This is an optimization exercise on Yosys and OpenROAD, whose aim is small area and few clock cycles per item, not a production implementation.
Only simulation tests tie the RTL to the original design; equivalence was not proved.

job 3136:
// stereo_voice_volume_pan_law
module stereo_voice_volume_pan_law (
  input  logic        clk_i,
  input  logic        rst_ni,
  input  logic        in_valid_i,
  output logic        in_ready_o,
  input  logic [6:0]  in_voice_level_i,
  input  logic [6:0]  in_cmd_volume_i,
  input  logic [6:0]  in_cmd_pan_i,
  input  logic [6:0]  in_tone_volume_i,
  input  logic [6:0]  in_tone_pan_i,
  input  logic [6:0]  in_program_volume_i,
  output logic        out_valid_o,
  input  logic        out_ready_i,
  output logic [13:0] out_left_level_o,
  output logic [13:0] out_right_level_o,
  input  logic        cfg_we_i,
  input  logic [1:0]  cfg_idx_i,
  input  logic [6:0]  cfg_data_i
);
Size in the first run: about 6200 cells after synthesis, ~86 I/O pins, about 68000 um^2 of cells after synthesis.
export LEC_CHECK = 0
export CAP_MARGIN = 20
export CORE_MARGIN = 2
export CORE_UTILIZATION = 40
export CTS_BUF_LIST = sky130_fd_sc_hd__clkbuf_4
export SLEW_MARGIN = 20
export SYNTH_HIERARCHICAL = 1
export SYNTH_MINIMUM_KEEP_SIZE = 0
create_clock -name core_clock -period 7.0 [get_ports {clk_i}]
run.sh (not shown) runs the stock make flow with config.mk's settings and CLKGATE_MAP_FILE= SYNTH_SCRIPT=/design/flow/synth_recipe.tcl, a recipe that flattens the netlist after the stock synthesis.
Job 3136 went all the way through synthesis, placement and routing and the layout is clean on timing, DRC and antenna.
Testbench counts of job 3136, summed over its fixed seeds: cycles 9,672, items 9,600.
Input-level comparison between job 5421 and job 3136:
Settings: changing CORE_UTILIZATION from 40 to 55; changing CTS_BUF_LIST from sky130_fd_sc_hd__clkbuf_4 to sky130_fd_sc_hd__clkbuf_2 sky130_fd_sc_hd__clkbuf_4.
Results
Number of tap instances: job 5421 vs job 3136 down 579
Higher fraction of area in registers was reported by job 5421, not job 3136.
In the tables for job 5421 and job 3136, number of placement rows reads higher with job 3136.
Per the comparison of job 5421 with job 3136, fraction of final layout cells with drive strength greater than 1 down 0.17 points, synthesis-to-layout area growth went down by 1.0 points, final design instance area without fill shrank by 0.98%.
Job 5421 went all the way through the flow, and no timing, DRC or antenna check failed.
Remaining max-slew budget at the tightest pin on job 5421 is ahead of job 3136.
Per the comparison of job 5421 with job 3136, portion of the layout cell area used by non-clock buffers held; wire length went down 0.97%.
## Diff of input files: job 4766 against job 5421
Settings: removing CTS_BUF_LIST (formerly sky130_fd_sc_hd__clkbuf_2 sky130_fd_sc_hd__clkbuf_4); changing CORE_UTILIZATION from 55 to 40.
==> notes.md <==
Higher register share of the cell area goes to job 5421 over job 4766.
Measured against each other, job 4766 and job 5421 differ in amount of wire on met2 after detailed routing, the higher figure coming from job 4766.
Job 4766 improves on job 5421 in setup slack.
Sort job 4766 and job 5421 by arrival time at the worst endpoint desc -> top: job 5421
Against job 5421, job 4766 comes in 7.9 points lower on global-route usage over all layers.

Another version of the RTL of stereo_voice_volume_pan_law (not shown whole).
Size in the first run: roughly 5600 cells after synthesis, ~86 I/O pins, ~60000 um2 of cells after synthesis.
Settings: LEC_CHECK=0, CAP_MARGIN=20, CORE_MARGIN=2, CORE_UTILIZATION=40, CTS_BUF_LIST=sky130_fd_sc_hd__clkbuf_8, CTS_CLUSTER_DIAMETER=60, CTS_CLUSTER_SIZE=12, SLEW_MARGIN=20, SYNTH_HIERARCHICAL=1, SYNTH_MINIMUM_KEEP_SIZE=0; clock period 7.0 ns.
Testbench counts at the start, summed over its fixed seeds: cycles 9,672, items 9,600.
Edit:
==> flow/flow/run.sh (new file) <==
#!/bin/bash
# The standard layout (standard.sh, all steps) with two settings of its own:
#  - each port gets a sky130_fd_sc_hd__buf_1 as its buffer (the standard flow
#    picks a larger delay buffer);
#  - clock tree synthesis uses clkbuf_8 leaf clusters of at most 12 sinks and
#    inserts no dummy loads.
# standard.sh's full output goes to standard.log in this folder.
set -euo pipefail
export BUFFER_PORTS_ARGS="-buffer_cell sky130_fd_sc_hd__buf_1"
export CTS_ARGS="-sink_clustering_enable -repair_clock_nets -dont_use_dummy_load -buf_list sky130_fd_sc_hd__clkbuf_8 -sink_clustering_size 12 -sink_clustering_max_diameter 60"
bash standard.sh finish > standard.log 2>&1
==> flow/standard.sh (new file) <==
#!/bin/bash
# synth_recipe.tcl (not shown) runs the flow's synth.tcl, then flattens the netlist and writes it again
# the make line also repeats each setting of config.mk as NAME=value (left out here)
make -C /OpenROAD-flow-scripts/flow DESIGN_CONFIG=/design/flow/config.mk WORK_HOME=/design/flow/orfs CLKGATE_MAP_FILE= SYNTH_SCRIPT=/design/flow/synth_recipe.tcl "${@:-finish}"
GPL_TIMING_DRIVEN = 0   (was not set)
removed: flow/run.sh
Effect: The changed run produced a clean layout. Critical path depth drops by 1. Global-route usage barely changes. Via count came out higher by 1.8%. Flip-flop and latch count is unchanged.
Edit:
--- a/flow/flow/run.sh
+++ b/flow/flow/run.sh
@@ -2 +2 @@
-# The standard layout (standard.sh, all steps) with two settings of its own:
+# The standard layout (standard.sh, all steps) with three settings of its own:
@@ -6 +6,3 @@
-#    inserts no dummy loads.
+#    inserts no dummy loads;
+#  - after global routing, gates on paths with positive slack are downsized
+#    (RECOVER_POWER).
@@ -10,0 +13 @@
+export RECOVER_POWER=100
GPL_TIMING_DRIVEN = not set   (was 0)
This time the run ran to the end with violations: max-capacitance violations, max-slew violations; wire length went down slightly; global-route usage is lower by 0.22 points; design area goes down by a few percent; first-iteration DRC count is higher by roughly a tenth; critical path depth rose by 1; fmax went up slightly; core utilization came out lower by 0.88 points; worst setup slack gains 0.088 ns.
Edit:
==> flow/run.sh (new file) <==
#!/bin/bash
# synth_recipe.tcl (not shown) runs the flow's synth.tcl, then flattens the netlist and writes it again
# the make line also repeats each setting of config.mk as NAME=value (left out here)
make -C /OpenROAD-flow-scripts/flow DESIGN_CONFIG=/design/flow/config.mk WORK_HOME=/design/flow/orfs CLKGATE_MAP_FILE= SYNTH_SCRIPT=/design/flow/synth_recipe.tcl finish
CTS_BUF_LIST = not set   (was sky130_fd_sc_hd__clkbuf_8)
CTS_CLUSTER_DIAMETER = not set   (was 60)
CTS_CLUSTER_SIZE = not set   (was 12)
removed: flow/flow/run.sh
removed: flow/standard.sh
This time the run passed the timing, design-rule and antenna checks.
Die area does not change.
Worst setup slack gains 0.10 ns.
Critical path depth is unchanged.
First-iteration DRC count shrinks by 6.0%.
Register-to-register slack gains 0.10 ns.
Non-clock buffer count grows by 12.
Synthesized area stays the same.
Final area grows by 2.7%.
Utilization grows by 1.1 points.
Sequential share of layout area shrinks by 0.48 points.
Routed wire length grows by 1.4%.

Another version of the RTL of stereo_voice_volume_pan_law (not shown whole).
For scale: about 5600 cells after synthesis, ~61000 um^2 of cells after synthesis.
==> flow/config.mk <==
export PLATFORM = sky130hd
export DESIGN_NAME = stereo_voice_volume_pan_law
export DESIGN_NICKNAME = stereo_voice_volume_pan_law
export VERILOG_FILES = /design/flow/design.v
export SDC_FILE = /design/flow/constraint.sdc
export NUM_CORES = 4
export LEC_CHECK = 0
export CAP_MARGIN = 20
export CORE_MARGIN = 2
export CORE_UTILIZATION = 40
export CTS_BUF_LIST = sky130_fd_sc_hd__clkbuf_8
export CTS_CLUSTER_DIAMETER = 70
export CTS_CLUSTER_SIZE = 15
export SLEW_MARGIN = 20
export SYNTH_HIERARCHICAL = 1
export SYNTH_MINIMUM_KEEP_SIZE = 0
==> flow/constraint.sdc <==
create_clock -name core_clock -period 7.0 [get_ports {clk_i}]
set_input_delay 1.4000 -clock core_clock [delete_from_list [all_inputs] [get_ports {clk_i}]]
set_output_delay 1.4000 -clock core_clock [all_outputs]
set_load 0.01 [all_outputs]
standard.sh (not shown) runs the stock make flow with config.mk's settings and CLKGATE_MAP_FILE= SYNTH_SCRIPT=/design/flow/synth_recipe.tcl, a recipe that flattens the netlist after the stock synthesis.
==> flow/flow/run.sh <==
#!/bin/bash
# The standard layout (standard.sh, all steps) with two settings of its own:
#  - each port gets a sky130_fd_sc_hd__buf_1 as its buffer (the standard flow
#    picks a larger delay buffer);
#  - clock tree synthesis uses clkbuf_8 leaf clusters of at most 15 sinks and
#    inserts no dummy loads.
# standard.sh's full output goes to standard.log in this folder.
set -euo pipefail
export BUFFER_PORTS_ARGS="-buffer_cell sky130_fd_sc_hd__buf_1"
export CTS_ARGS="-sink_clustering_enable -repair_clock_nets -dont_use_dummy_load -buf_list sky130_fd_sc_hd__clkbuf_8 -sink_clustering_size 15 -sink_clustering_max_diameter 70"
bash standard.sh finish > standard.log 2>&1
Testbench counts at the start, summed over its fixed seeds: cycles 9,672, items 9,600.
==> next run, changes <==
--- a/flow/flow/run.sh
+++ b/flow/flow/run.sh
@@ -5 +5 @@
-#  - clock tree synthesis uses clkbuf_8 leaf clusters of at most 15 sinks and
+#  - clock tree synthesis uses clkbuf_8 leaf clusters of at most 12 sinks and
@@ -10 +10 @@
-export CTS_ARGS="-sink_clustering_enable -repair_clock_nets -dont_use_dummy_load -buf_list sky130_fd_sc_hd__clkbuf_8 -sink_clustering_size 15 -sink_clustering_max_diameter 70"
+export CTS_ARGS="-sink_clustering_enable -repair_clock_nets -dont_use_dummy_load -buf_list sky130_fd_sc_hd__clkbuf_8 -sink_clustering_size 12 -sink_clustering_max_diameter 60"
CORE_UTILIZATION = 55   (was 40)
CTS_CLUSTER_DIAMETER = 60   (was 70)
CTS_CLUSTER_SIZE = 12   (was 15)
Die area shrinks by 27%; synthesized area does not change; wire length went down by 2.7%; sequential share of layout area is higher by 0.18 points; via count fell by 1.5%.
==> next run, changes <==
CORE_UTILIZATION = 40   (was 55)
Effect: Sequential cell count does not change. Routed wire length came out higher by 2.7%. Hold slack is better by 0.014 ns. Non-clock buffer count came out higher by 11. Core utilization came out lower by 15 points. Clock-buffer cell count came out lower by 1.
==> next run, changes <==
--- a/flow/flow/run.sh
+++ b/flow/flow/run.sh
@@ -5 +5 @@
-#  - clock tree synthesis uses clkbuf_8 leaf clusters of at most 12 sinks and
+#  - clock tree synthesis uses clkbuf_8 leaf clusters of at most 18 sinks and
@@ -10 +10 @@
-export CTS_ARGS="-sink_clustering_enable -repair_clock_nets -dont_use_dummy_load -buf_list sky130_fd_sc_hd__clkbuf_8 -sink_clustering_size 12 -sink_clustering_max_diameter 60"
+export CTS_ARGS="-sink_clustering_enable -repair_clock_nets -dont_use_dummy_load -buf_list sky130_fd_sc_hd__clkbuf_8 -sink_clustering_size 18 -sink_clustering_max_diameter 80"
CTS_CLUSTER_DIAMETER = 80   (was 60)
CTS_CLUSTER_SIZE = 18   (was 12)
What happened: Cell area is lower by about 0.35%. Worst setup slack gets better by 0.10 ns. Routed wire length barely changes. Non-clock buffer count does not change.
==> next run, changes <==
--- a/flow/flow/run.sh
+++ b/flow/flow/run.sh
@@ -5 +5 @@
-#  - clock tree synthesis uses clkbuf_8 leaf clusters of at most 18 sinks and
+#  - clock tree synthesis uses clkbuf_8 leaf clusters of at most 15 sinks and
@@ -10 +10 @@
-export CTS_ARGS="-sink_clustering_enable -repair_clock_nets -dont_use_dummy_load -buf_list sky130_fd_sc_hd__clkbuf_8 -sink_clustering_size 18 -sink_clustering_max_diameter 80"
+export CTS_ARGS="-sink_clustering_enable -repair_clock_nets -dont_use_dummy_load -buf_list sky130_fd_sc_hd__clkbuf_8 -sink_clustering_size 15 -sink_clustering_max_diameter 70"
CORE_UTILIZATION = 55   (was 40)
CTS_CLUSTER_DIAMETER = 70   (was 80)
CTS_CLUSTER_SIZE = 15   (was 18)
PLACE_DENSITY = 0.8   (was default)
The changed run completed with no timing, DRC or antenna violations; via count rises by 2.9%; synthesized area does not change; register-to-register slack gets worse by 0.02 ns.
==> next run, changes <==
--- a/flow/flow/run.sh
+++ b/flow/flow/run.sh
@@ -5 +5 @@
-#  - clock tree synthesis uses clkbuf_8 leaf clusters of at most 15 sinks and
+#  - clock tree synthesis uses clkbuf_8 leaf clusters of at most 12 sinks and
@@ -10 +10 @@
-export CTS_ARGS="-sink_clustering_enable -repair_clock_nets -dont_use_dummy_load -buf_list sky130_fd_sc_hd__clkbuf_8 -sink_clustering_size 15 -sink_clustering_max_diameter 70"
+export CTS_ARGS="-sink_clustering_enable -repair_clock_nets -dont_use_dummy_load -buf_list sky130_fd_sc_hd__clkbuf_8 -sink_clustering_size 12 -sink_clustering_max_diameter 60"
CAP_MARGIN = 5   (was 20)
CORE_UTILIZATION = 40   (was 55)
CTS_CLUSTER_DIAMETER = 60   (was 70)
CTS_CLUSTER_SIZE = 12   (was 15)
PLACE_DENSITY = default   (was 0.8)
SLEW_MARGIN = 5   (was 20)
After rerunning: Clock skew fell by 0.017 ns; worst setup slack loses 0.088 ns; final cell count climbs by 8.4%.

Another version of the RTL of stereo_voice_volume_pan_law (not shown whole).
Size in the first run: about 86 I/O pins, ~60000 µm² of cells after synthesis.
export LEC_CHECK = 0
export CAP_MARGIN = 20
export CORE_MARGIN = 2
export CORE_UTILIZATION = 65
export CTS_BUF_LIST = sky130_fd_sc_hd__clkbuf_8
export CTS_CLUSTER_DIAMETER = 70
export CTS_CLUSTER_SIZE = 15
export PLACE_DENSITY = 0.85
export SLEW_MARGIN = 20
export SYNTH_HIERARCHICAL = 1
export SYNTH_MINIMUM_KEEP_SIZE = 0
create_clock -name core_clock -period 7.0 [get_ports {clk_i}]
==> flow/flow/run.sh <==
#!/bin/bash
# The standard layout (standard.sh, all steps) with two settings of its own:
#  - each port gets a sky130_fd_sc_hd__buf_1 as its buffer (the standard flow
#    picks a larger delay buffer);
#  - clock tree synthesis uses clkbuf_8 leaf clusters of at most 15 sinks and
#    inserts no dummy loads.
# standard.sh's full output goes to standard.log in this folder.
set -euo pipefail
export BUFFER_PORTS_ARGS="-buffer_cell sky130_fd_sc_hd__buf_1"
export CTS_ARGS="-sink_clustering_enable -repair_clock_nets -dont_use_dummy_load -buf_list sky130_fd_sc_hd__clkbuf_8 -sink_clustering_size 15 -sink_clustering_max_diameter 70"
bash standard.sh finish > standard.log 2>&1
The baseline finished with timing, DRC and antenna clean.
Testbench counts at the start, summed over its fixed seeds: cycles 9,672, items 9,600.
Next try:
Settings changed: CORE_UTILIZATION 65 to 40, PLACE_DENSITY 0.85 to default.
What happened:
- The changed run completed with no timing, DRC or antenna violations
- clock-buffer cell count rises by 3
- die area rises by 62%
- flip-flop and latch count stays the same
- global-route usage falls by 12 points
- core utilization falls by 25 points
Next try:
Settings changed: CORE_UTILIZATION 40 to 55, PLACE_DENSITY from default to 0.8.
Outcome:
- wire length goes down by a few percent
- hold slack is better by 42 ps
- final cell count goes down by a little under a tenth
- via count goes up by a few percent
- critical path depth goes down by 1
- final area goes down slightly
- clock skew goes up by 6.2 ps
- synthesized cell count is unchanged
- sequential share of layout area goes up by 0.25 points

stereo_voice_volume_pan_law, a different RTL version from the one above (not shown whole).
Size: about 5800 cells after synthesis, about 86 I/O pins, roughly 0.062 mm² of cells after synthesis.
Design stereo_voice_volume_pan_law, start of the top module:
module stereo_voice_volume_pan_law (
  input  logic        clk_i,
  input  logic        rst_ni,
  input  logic        in_valid_i,
  output logic        in_ready_o,
  input  logic [6:0]  in_voice_level_i,
  input  logic [6:0]  in_cmd_volume_i,
  input  logic [6:0]  in_cmd_pan_i,
  input  logic [6:0]  in_tone_volume_i,
  input  logic [6:0]  in_tone_pan_i,
  input  logic [6:0]  in_program_volume_i,
  output logic        out_valid_o,
  input  logic        out_ready_i,
  output logic [13:0] out_left_level_o,
  output logic [13:0] out_right_level_o,
  input  logic        cfg_we_i,
  input  logic [1:0]  cfg_idx_i,
  input  logic [6:0]  cfg_data_i
);
  localparam logic [1:0]  CfgMono   = 2'd0;
  localparam logic [1:0]  CfgSfx    = 2'd1;
  localparam logic [1:0]  CfgMaster = 2'd2;
  logic [7:0] vld_q;       
  logic       adv;         
  logic       busy;        
  logic       stale_s_q;   
  logic       stale_m_q;   
  logic       take;
  assign adv        = !vld_q[7] || out_ready_i;
  assign busy       = |vld_q[6:0];
  assign in_ready_o = adv && (busy ? !(stale_s_q || stale_m_q) : !(stale_s_q && stale_m_q));
  assign take       = in_valid_i && in_ready_o;
  always_ff @(posedge clk_i or negedge rst_ni) begin
    if (!rst_ni) begin
      vld_q <= '0;
    end else if (adv) begin
      vld_q <= {vld_q[6:0], take};
    end
  end
  logic        mono_q;
  logic [6:0]  sfx_q, master_q;           
  logic [13:0] sfx_use_q, master_use_q;   
  logic [13:0] cfg_sq;
  logic        copy_s, copy_m;
  assign copy_s = !busy && stale_s_q;
  assign copy_m = !busy && stale_m_q && !stale_s_q;
  svv_sq7 u_cfg_sq (.a(stale_s_q ? sfx_q : master_q), .y(cfg_sq));
  always_ff @(posedge clk_i or negedge rst_ni) begin
    if (!rst_ni) begin
      mono_q    <= 1'b0;
      sfx_q     <= 7'd127;
      master_q  <= 7'd127;
      stale_s_q <= 1'b1;
      stale_m_q <= 1'b1;
    end else begin
      if (cfg_we_i && cfg_idx_i == CfgSfx) begin
        stale_s_q <= 1'b1;
      end else if (copy_s) begin
        stale_s_q <= 1'b0;
      end
      if (cfg_we_i && cfg_idx_i == CfgMaster) begin
        stale_m_q <= 1'b1;
      end else if (copy_m) begin
        stale_m_q <= 1'b0;
      end
      if (cfg_we_i) begin
        case (cfg_idx_i)
          CfgMono:   mono_q   <= cfg_data_i[0];
          CfgSfx:    sfx_q    <= cfg_data_i;
          CfgMaster: master_q <= cfg_data_i;
  ...
export LEC_CHECK = 0
export CAP_MARGIN = 20
export CORE_MARGIN = 2
export CORE_UTILIZATION = 40
export SLEW_MARGIN = 20
export SYNTH_HIERARCHICAL = 1
export SYNTH_MINIMUM_KEEP_SIZE = 0
create_clock -name core_clock -period 7.0 [get_ports {clk_i}]
run.sh (not shown) runs the stock make flow with config.mk's settings and CLKGATE_MAP_FILE= SYNTH_SCRIPT=/design/flow/synth_recipe.tcl, a recipe that flattens the netlist after the stock synthesis.
Stock flow here: none of the scripts above is used.
The first run passed the timing, design-rule and antenna checks.
Testbench counts at the start, summed over its fixed seeds: cycles 9,672, items 9,600.
==> next run, changes <==
CTS_BUF_LIST = sky130_fd_sc_hd__clkbuf_8   (was not set)
CTS_CLUSTER_DIAMETER = 60   (was not set)
CTS_CLUSTER_SIZE = 12   (was not set)
Outcome: Wire length decreases slightly; first-iteration DRC count rose slightly; cell area fell slightly.

## port drivers added, routing unchanged
How much do the figures lean on ideal ports? The routed layouts below were timed once more, with nothing changed but the port constraints.
Step 1 (the two cells are an assumption about what drives the block):
set clk [get_ports {clk_i}]
set_driving_cell -lib_cell sky130_fd_sc_hd__clkbuf_16 $clk
set_driving_cell -lib_cell sky130_fd_sc_hd__buf_2 [delete_from_list [all_inputs] $clk]
Step 2 times the ports against the registers' clock, not the clock port: input delays grow and output delays shrink by t, the midpoint of the rising clock arrivals with the driver on.
Slacks: no drivers / after step 1 / after step 2; pairs: no drivers / after step 1.
| run | shift t [ns] | slack for setup (ns) | latest minus earliest clock arrival (ns) | pins driven straight from the clock port |
|---|---|---|---|---|
| job 3136 | 1.149 | 0.954 / 0.954 / 0.954 | 0.145 / 0.145 | 1 |
| job 5421 | 1.113 | 0.925 / 0.925 / 0.925 | 0.130 / 0.130 | 1 |
| job 4766 | 0.742 | 0.935 / 0.935 / 0.935 | 0.038 / 0.038 | 1 |
| the first run of note 2 | 0.809 | 0.338 / 0.338 / 0.338 | 0.070 / 0.070 | 1 |
| the second run of note 2 | 0.755 | 0.162 / 0.162 / 0.162 | 0.114 / 0.114 | 1 |
| the third run of note 2 | 0.783 | 0.250 / 0.250 / -0.078 | 0.141 / 0.141 | 1 |
| the fourth run of note 2 | 0.713 | 0.351 / 0.351 / 0.349 | 0.023 / 0.024 | 1 |
| the first run of note 3 | 0.761 | 0.316 / 0.316 / 0.316 | 0.161 / 0.162 | 1 |
| the second run of note 3 | 0.782 | 0.282 / 0.282 / 0.282 | 0.130 / 0.130 | 1 |
| the third run of note 3 | 0.785 | 0.227 / 0.227 / 0.227 | 0.127 / 0.127 | 1 |
| the fourth run of note 3 | 0.746 | 0.331 / 0.331 / 0.331 | 0.148 / 0.148 | 1 |
| the fifth run of note 3 | 0.715 | 0.315 / 0.315 / 0.315 | 0.129 / 0.129 | 1 |
| the sixth run of note 3 | 0.785 | 0.227 / 0.227 / 0.227 | 0.127 / 0.127 | 1 |
| the first run of note 4 | 0.742 | 0.064 / 0.064 / -0.072 | 0.109 / 0.109 | 1 |
| the second run of note 4 | 0.780 | 0.154 / 0.154 / 0.123 | 0.151 / 0.151 | 1 |
| the third run of note 4 | 0.717 | 0.170 / 0.170 / -0.023 | 0.122 / 0.121 | 1 |
| the first run of note 5 | 0.728 | 1.111 / 1.111 / 1.111 | 0.023 / 0.023 | 1 |
| the second run of note 5 | 0.826 | 1.110 / 1.110 / 1.110 | 0.042 / 0.042 | 1 |
The setup slack of the third run of note 2, which loses most, moves by 0.000 ns with the drivers and by -0.328 ns with both steps.
